From an optimization exercise on the open Yosys and OpenROAD flow, aimed at small area; shortcuts taken in it are not production practice. In this exercise RTL edits were held to simulation tests only and were not proved equivalent to the original. Power and IR drop assume default switching activity.

==> inputs of run a <==
==> flow/design.v (excerpt) <==
module reg_file_mp #(
  parameter int DATA_W = reg_file_mp_pkg::DEF_DATA_W,
  parameter int ADDR_W = reg_file_mp_pkg::DEF_ADDR_W,
  parameter int PC_W   = reg_file_mp_pkg::DEF_PC_W,
  parameter int N_RD   = reg_file_mp_pkg::DEF_N_RD,
  parameter int PC_IDX = 2**ADDR_W - 1
) (
  input  logic                   CLOCK_50,
  input  logic                   RESET,
  input  logic [N_RD*ADDR_W-1:0] rd_addr,
  output logic [N_RD*DATA_W-1:0] rd_data,
  output logic [N_RD-1:0]        rd_busy,
  input  logic                   wa_en,
  input  logic [ADDR_W-1:0]      wa_addr,
  input  logic [DATA_W-1:0]      wa_data,
  input  logic                   wl_en,
  input  logic [ADDR_W-1:0]      wl_addr,
  input  logic [DATA_W-1:0]      wl_data,
  input  logic                   claim_en,
  input  logic [ADDR_W-1:0]      claim_addr,
  input  logic [PC_W-1:0]        pc_next,
  output logic [PC_W-1:0]        pc_out,
  output logic                   wr_hazard
);
==> module reg_scoreboard, before the edit <==
module reg_scoreboard #(
  parameter int ADDR_W = 4,
  parameter int PC_IDX = 2**ADDR_W - 1
) (
  input  logic                 clk,
  input  logic                 rst,
  input  logic                 claim_en,
  input  logic [ADDR_W-1:0]    claim_addr,
  input  logic                 clr_en,
  input  logic [ADDR_W-1:0]    clr_addr,
  output logic [2**ADDR_W-1:0] busy,
  output logic [2**ADDR_W-1:0] busy_nxt
);
  localparam int DEPTH = 2**ADDR_W;
  always_comb begin
    busy_nxt = busy;
    for (int i = 0; i < DEPTH; i++) begin
      if (i != PC_IDX && claim_en && claim_addr == ADDR_W'(i))
        busy_nxt[i] = 1'b1;
      else if (clr_en && clr_addr == ADDR_W'(i))
        busy_nxt[i] = 1'b0;
    end
  end
  always_ff @(posedge clk or posedge rst) begin
    if (rst) busy <= '0;
    else     busy <= busy_nxt;
  end
endmodule
==> module reg_file_mp, before the edit <==
module reg_file_mp #(
  parameter int DATA_W = reg_file_mp_pkg::DEF_DATA_W,
  parameter int ADDR_W = reg_file_mp_pkg::DEF_ADDR_W,
  parameter int PC_W   = reg_file_mp_pkg::DEF_PC_W,
  parameter int N_RD   = reg_file_mp_pkg::DEF_N_RD,
  parameter int PC_IDX = 2**ADDR_W - 1
) (
  input  logic                   CLOCK_50,
  input  logic                   RESET,
  input  logic [N_RD*ADDR_W-1:0] rd_addr,
  output logic [N_RD*DATA_W-1:0] rd_data,
  output logic [N_RD-1:0]        rd_busy,
  input  logic                   wa_en,
  input  logic [ADDR_W-1:0]      wa_addr,
  input  logic [DATA_W-1:0]      wa_data,
  input  logic                   wl_en,
  input  logic [ADDR_W-1:0]      wl_addr,
  input  logic [DATA_W-1:0]      wl_data,
  input  logic                   claim_en,
  input  logic [ADDR_W-1:0]      claim_addr,
  input  logic [PC_W-1:0]        pc_next,
  output logic [PC_W-1:0]        pc_out,
  output logic                   wr_hazard
);
  localparam int DEPTH = 2**ADDR_W;
  logic [DATA_W-1:0]      regs     [DEPTH];
  logic [DATA_W-1:0]      regs_nxt [DEPTH];
  logic [PC_W-1:0]        pc_nxt;
  logic [DEPTH-1:0]       busy;
  logic [DEPTH-1:0]       busy_nxt;
  logic                   hazard_nxt;
  logic [N_RD*DATA_W-1:0] rd_data_nxt;
  logic [N_RD-1:0]        rd_busy_nxt;
  reg_scoreboard #(
    .ADDR_W (ADDR_W),
    .PC_IDX (PC_IDX)
  ) u_scoreboard (
    .clk        (CLOCK_50),
    .rst        (RESET),
    .claim_en   (claim_en),
    .claim_addr (claim_addr),
    .clr_en     (wl_en),
    .clr_addr   (wl_addr),
    .busy       (busy),
    .busy_nxt   (busy_nxt)
  );
  always_comb begin
    for (int i = 0; i < DEPTH; i++) begin
      regs_nxt[i] = regs[i];
      if (i != PC_IDX) begin
        if (wa_en && wa_addr == ADDR_W'(i))
          regs_nxt[i] = wa_data;
        else if (wl_en && wl_addr == ADDR_W'(i))
          regs_nxt[i] = wl_data;
      end
    end
  end
  always_comb begin
    pc_nxt = pc_next;
    if (wa_en && wa_addr == ADDR_W'(PC_IDX))
      pc_nxt = wa_data[PC_W-1:0];
    else if (wl_en && wl_addr == ADDR_W'(PC_IDX))
      pc_nxt = wl_data[PC_W-1:0];
  end
  assign hazard_nxt = wa_en & busy[wa_addr];
  always_comb begin
    rd_data_nxt = '0;
    rd_busy_nxt = '0;
    for (int k = 0; k < N_RD; k++) begin
      if (rd_addr[reg_file_mp_pkg::port_slice(k, ADDR_W) +: ADDR_W] == ADDR_W'(PC_IDX))
        rd_data_nxt[reg_file_mp_pkg::port_slice(k, DATA_W) +: DATA_W] = DATA_W'(pc_nxt);
      else
        rd_data_nxt[reg_file_mp_pkg::port_slice(k, DATA_W) +: DATA_W] =
          regs_nxt[rd_addr[reg_file_mp_pkg::port_slice(k, ADDR_W) +: ADDR_W]];
      rd_busy_nxt[k] = busy_nxt[rd_addr[reg_file_mp_pkg::port_slice(k, ADDR_W) +: ADDR_W]];
    end
  end
  always_ff @(posedge CLOCK_50 or posedge RESET) begin
    if (RESET) begin
      for (int i = 0; i < DEPTH; i++) regs[i] <= '0;
    end else begin
      for (int i = 0; i < DEPTH; i++) begin
        if (i == PC_IDX) regs[i] <= DATA_W'(pc_nxt);
        else             regs[i] <= regs_nxt[i];
      end
    end
  end
  always_ff @(posedge CLOCK_50 or posedge RESET) begin
    if (RESET) begin
      rd_data   <= '0;
      rd_busy   <= '0;
      pc_out    <= '0;
      wr_hazard <= 1'b0;
    end else begin
      rd_data   <= rd_data_nxt;
      rd_busy   <= rd_busy_nxt;
      pc_out    <= pc_nxt;
      wr_hazard <= hazard_nxt;
    end
  end
endmodule
clock: 4.0 ns
lec_check: 0
cap_margin: 20
core_margin: 2
core_utilization: 25
place_density: 0.5
slew_margin: 20
run.sh (not shown) runs the stock make flow with config.mk's settings and CLKGATE_MAP_FILE= SYNTH_SCRIPT=/design/flow/synth_recipe.tcl, a recipe that flattens the netlist after the stock synthesis.
==> run b (differences from run a) <==
==> flow/design.v (replaced) <==
package reg_file_mp_pkg;
  localparam int DEF_DATA_W = 32;
  localparam int DEF_ADDR_W = 4;
  localparam int DEF_PC_W   = 16;
  localparam int DEF_N_RD   = 4;
  localparam int DEF_PC_IDX = 2**DEF_ADDR_W - 1;
  typedef logic [DEF_DATA_W-1:0] reg_t;
  typedef logic [DEF_PC_W-1:0]   pc_t;
  function automatic integer port_slice(input integer k, input integer w);
    port_slice = k * w;
  endfunction
endpackage
module reg_scoreboard #(
  parameter int ADDR_W = 4,
  parameter int PC_IDX = 2**ADDR_W - 1
) (
  input  logic                 clk,
  input  logic                 rst,
  input  logic                 claim_en,
  input  logic [ADDR_W-1:0]    claim_addr,
  input  logic                 clr_en,
  input  logic [ADDR_W-1:0]    clr_addr,
  output logic [2**ADDR_W-1:0] busy
);
  localparam int DEPTH = 2**ADDR_W;
  logic [DEPTH-1:0] busy_nxt;
  always_comb begin
    busy_nxt = busy;
    for (int i = 0; i < DEPTH; i++) begin
      if (i != PC_IDX && claim_en && claim_addr == ADDR_W'(i))
        busy_nxt[i] = 1'b1;
      else if (clr_en && clr_addr == ADDR_W'(i))
        busy_nxt[i] = 1'b0;
    end
  end
  always_ff @(posedge clk or posedge rst) begin
    if (rst) busy <= '0;
    else     busy <= busy_nxt;
  end
endmodule
module rf_wbit (
  input  logic sa, a,
  input  logic sl, l,
  input  logic sk, q,
  output logic d
);
  assign d = (sa & a) | (sl & l) | (sk & q);
endmodule
module rf_aoi3 (
  input  logic [2:0] s,
  input  logic [2:0] d,
  output logic       yn
);
  assign yn = ~|(s & d);
endmodule
module rf_aoi2 (
  input  logic [1:0] s,
  input  logic [1:0] d,
  output logic       yn
);
  assign yn = ~|(s & d);
endmodule
module rf_aoi1 (
  input  logic s,
  input  logic d,
  output logic yn
);
  assign yn = ~(s & d);
endmodule
module rf_nand #(
  parameter int N = 6
) (
  input  logic [N-1:0] a,
  output logic         y
);
  assign y = ~&a;
endmodule
module rf_rbit #(
  parameter int N = 16
) (
  input  logic [N-1:0] s,
  input  logic [N-1:0] d,
  output logic         y
);
  localparam int NG = (N + 2) / 3;
  localparam int NL = N - 3 * (NG - 1);
  logic [NG-1:0] gn;
  for (genvar g = 0; g < NG - 1; g++) begin : g_grp
    rf_aoi3 u_g (.s (s[3*g +: 3]), .d (d[3*g +: 3]), .yn (gn[g]));
  end
  if (NL == 3) begin : g_l3
    rf_aoi3 u_g (.s (s[N-3 +: 3]), .d (d[N-3 +: 3]), .yn (gn[NG-1]));
  end else if (NL == 2) begin : g_l2
    rf_aoi2 u_g (.s (s[N-2 +: 2]), .d (d[N-2 +: 2]), .yn (gn[NG-1]));
  end else begin : g_l1
    rf_aoi1 u_g (.s (s[N-1]), .d (d[N-1]), .yn (gn[NG-1]));
  end
  rf_nand #(.N(NG)) u_o (.a (gn), .y (y));
endmodule
module reg_file_mp #(
  parameter int DATA_W = reg_file_mp_pkg::DEF_DATA_W,
  parameter int ADDR_W = reg_file_mp_pkg::DEF_ADDR_W,
  parameter int PC_W   = reg_file_mp_pkg::DEF_PC_W,
  parameter int N_RD   = reg_file_mp_pkg::DEF_N_RD,
  parameter int PC_IDX = 2**ADDR_W - 1
) (
  input  logic                   CLOCK_50,
  input  logic                   RESET,
  input  logic [N_RD*ADDR_W-1:0] rd_addr,
  output logic [N_RD*DATA_W-1:0] rd_data,
  output logic [N_RD-1:0]        rd_busy,
  input  logic                   wa_en,
  input  logic [ADDR_W-1:0]      wa_addr,
  input  logic [DATA_W-1:0]      wa_data,
  input  logic                   wl_en,
  input  logic [ADDR_W-1:0]      wl_addr,
  input  logic [DATA_W-1:0]      wl_data,
  input  logic                   claim_en,
  input  logic [ADDR_W-1:0]      claim_addr,
  input  logic [PC_W-1:0]        pc_next,
  output logic [PC_W-1:0]        pc_out,
  output logic                   wr_hazard
);
  localparam int DEPTH = 2**ADDR_W;
  logic [DATA_W-1:0]      regs     [DEPTH];
  logic [DATA_W-1:0]      regs_nxt [DEPTH];
  logic [PC_W-1:0]        pc_nxt;
  logic [DEPTH-1:0]       valid;
  logic [DEPTH-1:0]       hit_a, hit_l, keep;
  logic [PC_W-1:0]        pc;
  logic [DEPTH-1:0]       busy;
  localparam int HA_W = ADDR_W / 2;
  localparam int HB_W = ADDR_W - HA_W;
  logic [2**HA_W-1:0]     rd_lo_q [N_RD];
  logic [2**HB_W-1:0]     rd_hi_q [N_RD];
  reg_scoreboard #(
    .ADDR_W (ADDR_W),
    .PC_IDX (PC_IDX)
  ) u_scoreboard (
    .clk        (CLOCK_50),
    .rst        (RESET),
    .claim_en   (claim_en),
    .claim_addr (claim_addr),
    .clr_en     (wl_en),
    .clr_addr   (wl_addr),
    .busy       (busy)
  );
  always_comb begin
    for (int i = 0; i < DEPTH; i++) begin
      hit_a[i] = wa_en && wa_addr == ADDR_W'(i);
      hit_l[i] = wl_en && wl_addr == ADDR_W'(i) && !hit_a[i];
      keep[i]  = !hit_a[i] && !hit_l[i];
    end
  end
  for (genvar i = 0; i < DEPTH - 1; i++) begin : g_reg
    for (genvar b = 0; b < DATA_W; b++) begin : g_bit
      rf_wbit u_w (
        .sa (hit_a[i]), .a (wa_data[b]),
        .sl (hit_l[i]), .l (wl_data[b]),
        .sk (keep[i]),  .q (regs[i][b]),
        .d  (regs_nxt[i][b])
      );
    end
  end
  for (genvar b = 0; b < PC_W; b++) begin : g_pc
    rf_wbit u_w (
      .sa (hit_a[PC_IDX]), .a (wa_data[b]),
      .sl (hit_l[PC_IDX]), .l (wl_data[b]),
      .sk (keep[PC_IDX]),  .q (pc_next[b]),
      .d  (pc_nxt[b])
    );
  end
  always_ff @(posedge CLOCK_50) begin
    for (int i = 0; i < DEPTH - 1; i++) regs[i] <= regs_nxt[i];
    for (int k = 0; k < N_RD; k++) begin
      for (int j = 0; j < 2**HA_W; j++)
        rd_lo_q[k][j] <= rd_addr[reg_file_mp_pkg::port_slice(k, ADDR_W) +: HA_W] == HA_W'(j);
      for (int j = 0; j < 2**HB_W; j++)
        rd_hi_q[k][j] <= rd_addr[reg_file_mp_pkg::port_slice(k, ADDR_W) + HA_W +: HB_W] == HB_W'(j);
    end
  end
  always_ff @(posedge CLOCK_50 or posedge RESET) begin
    if (RESET) begin
      valid     <= '0;
      pc        <= '0;
      wr_hazard <= 1'b0;
    end else begin
      for (int i = 0; i < DEPTH - 1; i++)
        valid[i] <= valid[i] | hit_a[i] | hit_l[i];
      pc        <= pc_nxt;
      wr_hazard <= wa_en & busy[wa_addr];
    end
  end
  assign pc_out = pc;
  logic [DEPTH-1:0] rdec [N_RD];
  logic [DEPTH-1:0] rsel [N_RD];
  always_comb begin
    for (int k = 0; k < N_RD; k++) begin
      for (int i = 0; i < DEPTH; i++) begin
        rdec[k][i] = rd_lo_q[k][i % 2**HA_W] && rd_hi_q[k][i / 2**HA_W];
        rsel[k][i] = rdec[k][i] && (i == PC_IDX || valid[i]);
      end
      rd_busy[k] = |(rdec[k] & busy);
    end
  end
  for (genvar k = 0; k < N_RD; k++) begin : g_rd
    for (genvar b = 0; b < DATA_W; b++) begin : g_bit
      logic [DEPTH-1:0] col;
      for (genvar i = 0; i < DEPTH - 1; i++) begin : g_col
        assign col[i] = regs[i][b];
      end
      if (b < PC_W) begin : g_lo
        assign col[PC_IDX] = pc[b];
        rf_rbit #(.N(DEPTH)) u_r (
          .s (rsel[k]), .d (col), .y (rd_data[k*DATA_W + b])
        );
      end else begin : g_hi
        assign col[PC_IDX] = 1'b0;
        rf_rbit #(.N(DEPTH - 1)) u_r (
          .s (rsel[k][DEPTH-2:0]), .d (col[DEPTH-2:0]), .y (rd_data[k*DATA_W + b])
        );
      end
    end
  end
endmodule
==> flow/flow/run.sh (new file) <==
#!/bin/bash
set -o pipefail
cp standard.sh standard_sh.log 2>/dev/null
echo 'export BUFFER_PORTS_ARGS = -buffer_cell sky130_fd_sc_hd__buf_1' >> config.mk
export BUFFER_PORTS_ARGS="-buffer_cell sky130_fd_sc_hd__buf_1"
bash standard.sh > standard.log 2>&1
==> flow/standard.sh (new file) <==
#!/bin/bash
# synth_recipe.tcl (not shown) runs the flow's synth.tcl, then flattens the netlist and writes it again
# the make line also repeats each setting of config.mk as NAME=value (left out here)
make -C /OpenROAD-flow-scripts/flow DESIGN_CONFIG=/design/flow/config.mk WORK_HOME=/design/flow/orfs CLKGATE_MAP_FILE= SYNTH_SCRIPT=/design/flow/synth_recipe.tcl "${@:-finish}"
--- a/flow/config.mk
+++ b/flow/config.mk
@@ -6,7 +6,13 @@
 export NUM_CORES = 4
 export LEC_CHECK = 0
 export CAP_MARGIN = 20
+export CELL_PAD_IN_SITES_DETAIL_PLACEMENT = 1
 export CORE_MARGIN = 2
-export CORE_UTILIZATION = 25
-export PLACE_DENSITY = 0.5
+export CORE_UTILIZATION = 22
+export CTS_BUF_LIST = sky130_fd_sc_hd__clkbuf_16
+export CTS_CLUSTER_DIAMETER = 100
+export CTS_CLUSTER_SIZE = 26
+export PLACE_DENSITY = 0.3
 export SLEW_MARGIN = 20
+export SYNTH_HIERARCHICAL = 1
+export BUFFER_PORTS_ARGS = -buffer_cell sky130_fd_sc_hd__buf_1
removed: flow/run.sh
==> qor summary <==
	run a	run b
Number of search-and-repair iterations in the first detailed-routing pass	12	14
Leakage dissipation	22.24 nW	13.91 nW
Setup TNS	0 ns	-0.02868 ns
Clock latency at the later pin of the worst-skew pair	0.75 ns	0.65 ns
Overall power after layout	27.38 mW	17.80 mW
Crit end category	flop	output port
Initial core utilization	0.2511	0.2209
Area of the placeable core	162200 sq um	129000 sq um
Post-synthesis sequential area ratio	0.3962	0.4010
Number of cells on the critical path	11	5
Routed length on met1	129.9 mm	93.49 mm
R2R Setup Slk	1.43 ns	2.55 ns
Share of cells above drive strength 1	0.2163	0.1152
CP Data Required Time	4.62 ns	3.20 ns
Clock buffer count	113	41
Layout non-clock buf frac	0.1988	0.08134
Transition time of the tightest slew-check pin	1.239 ns	1.245 ns
Relative slew slack	0.1718	0.1698
Antenna diodes	42	4
Run status	finished clean	finished with violations
Layout check failures	-	setup timing
Crit. Startpoint	wl_addr[2]	rd_hi_q[1][1]
Final standard cell utilization of the core	0.3458	0.2725

-- re-timing with driven ports --
How much do the figures lean on ideal ports? The routed layouts below were timed once more, with nothing changed but the port constraints.
Step 1, drivers: a clkbuf_16 drives CLOCK_50 and a buf_2 each remaining input, both assumed.
Step 2, shift: input delay + t, output delay - t, t = (earliest + latest rising clock arrival at the registers) / 2. This alone moves slack from input paths to output paths.
Three values: no drivers, after step 1, after step 2; two values: the first two.
run	t, ns	setup WS [ns]	worst setup path after step 2	worst slew at a driven data input, ns	pins driven straight from the clock port
run a	0.824	0.200 / 0.267 / -0.557	input to register	0.29	1
run b	0.730	-0.014 / -0.088 / 0.579	input to register	0.16	1
Met with ideal ports but missed after step 2: setup timing in run a. The setup slack of run a, which loses most, moves by +0.067 ns with the drivers and by -0.757 ns with both steps.
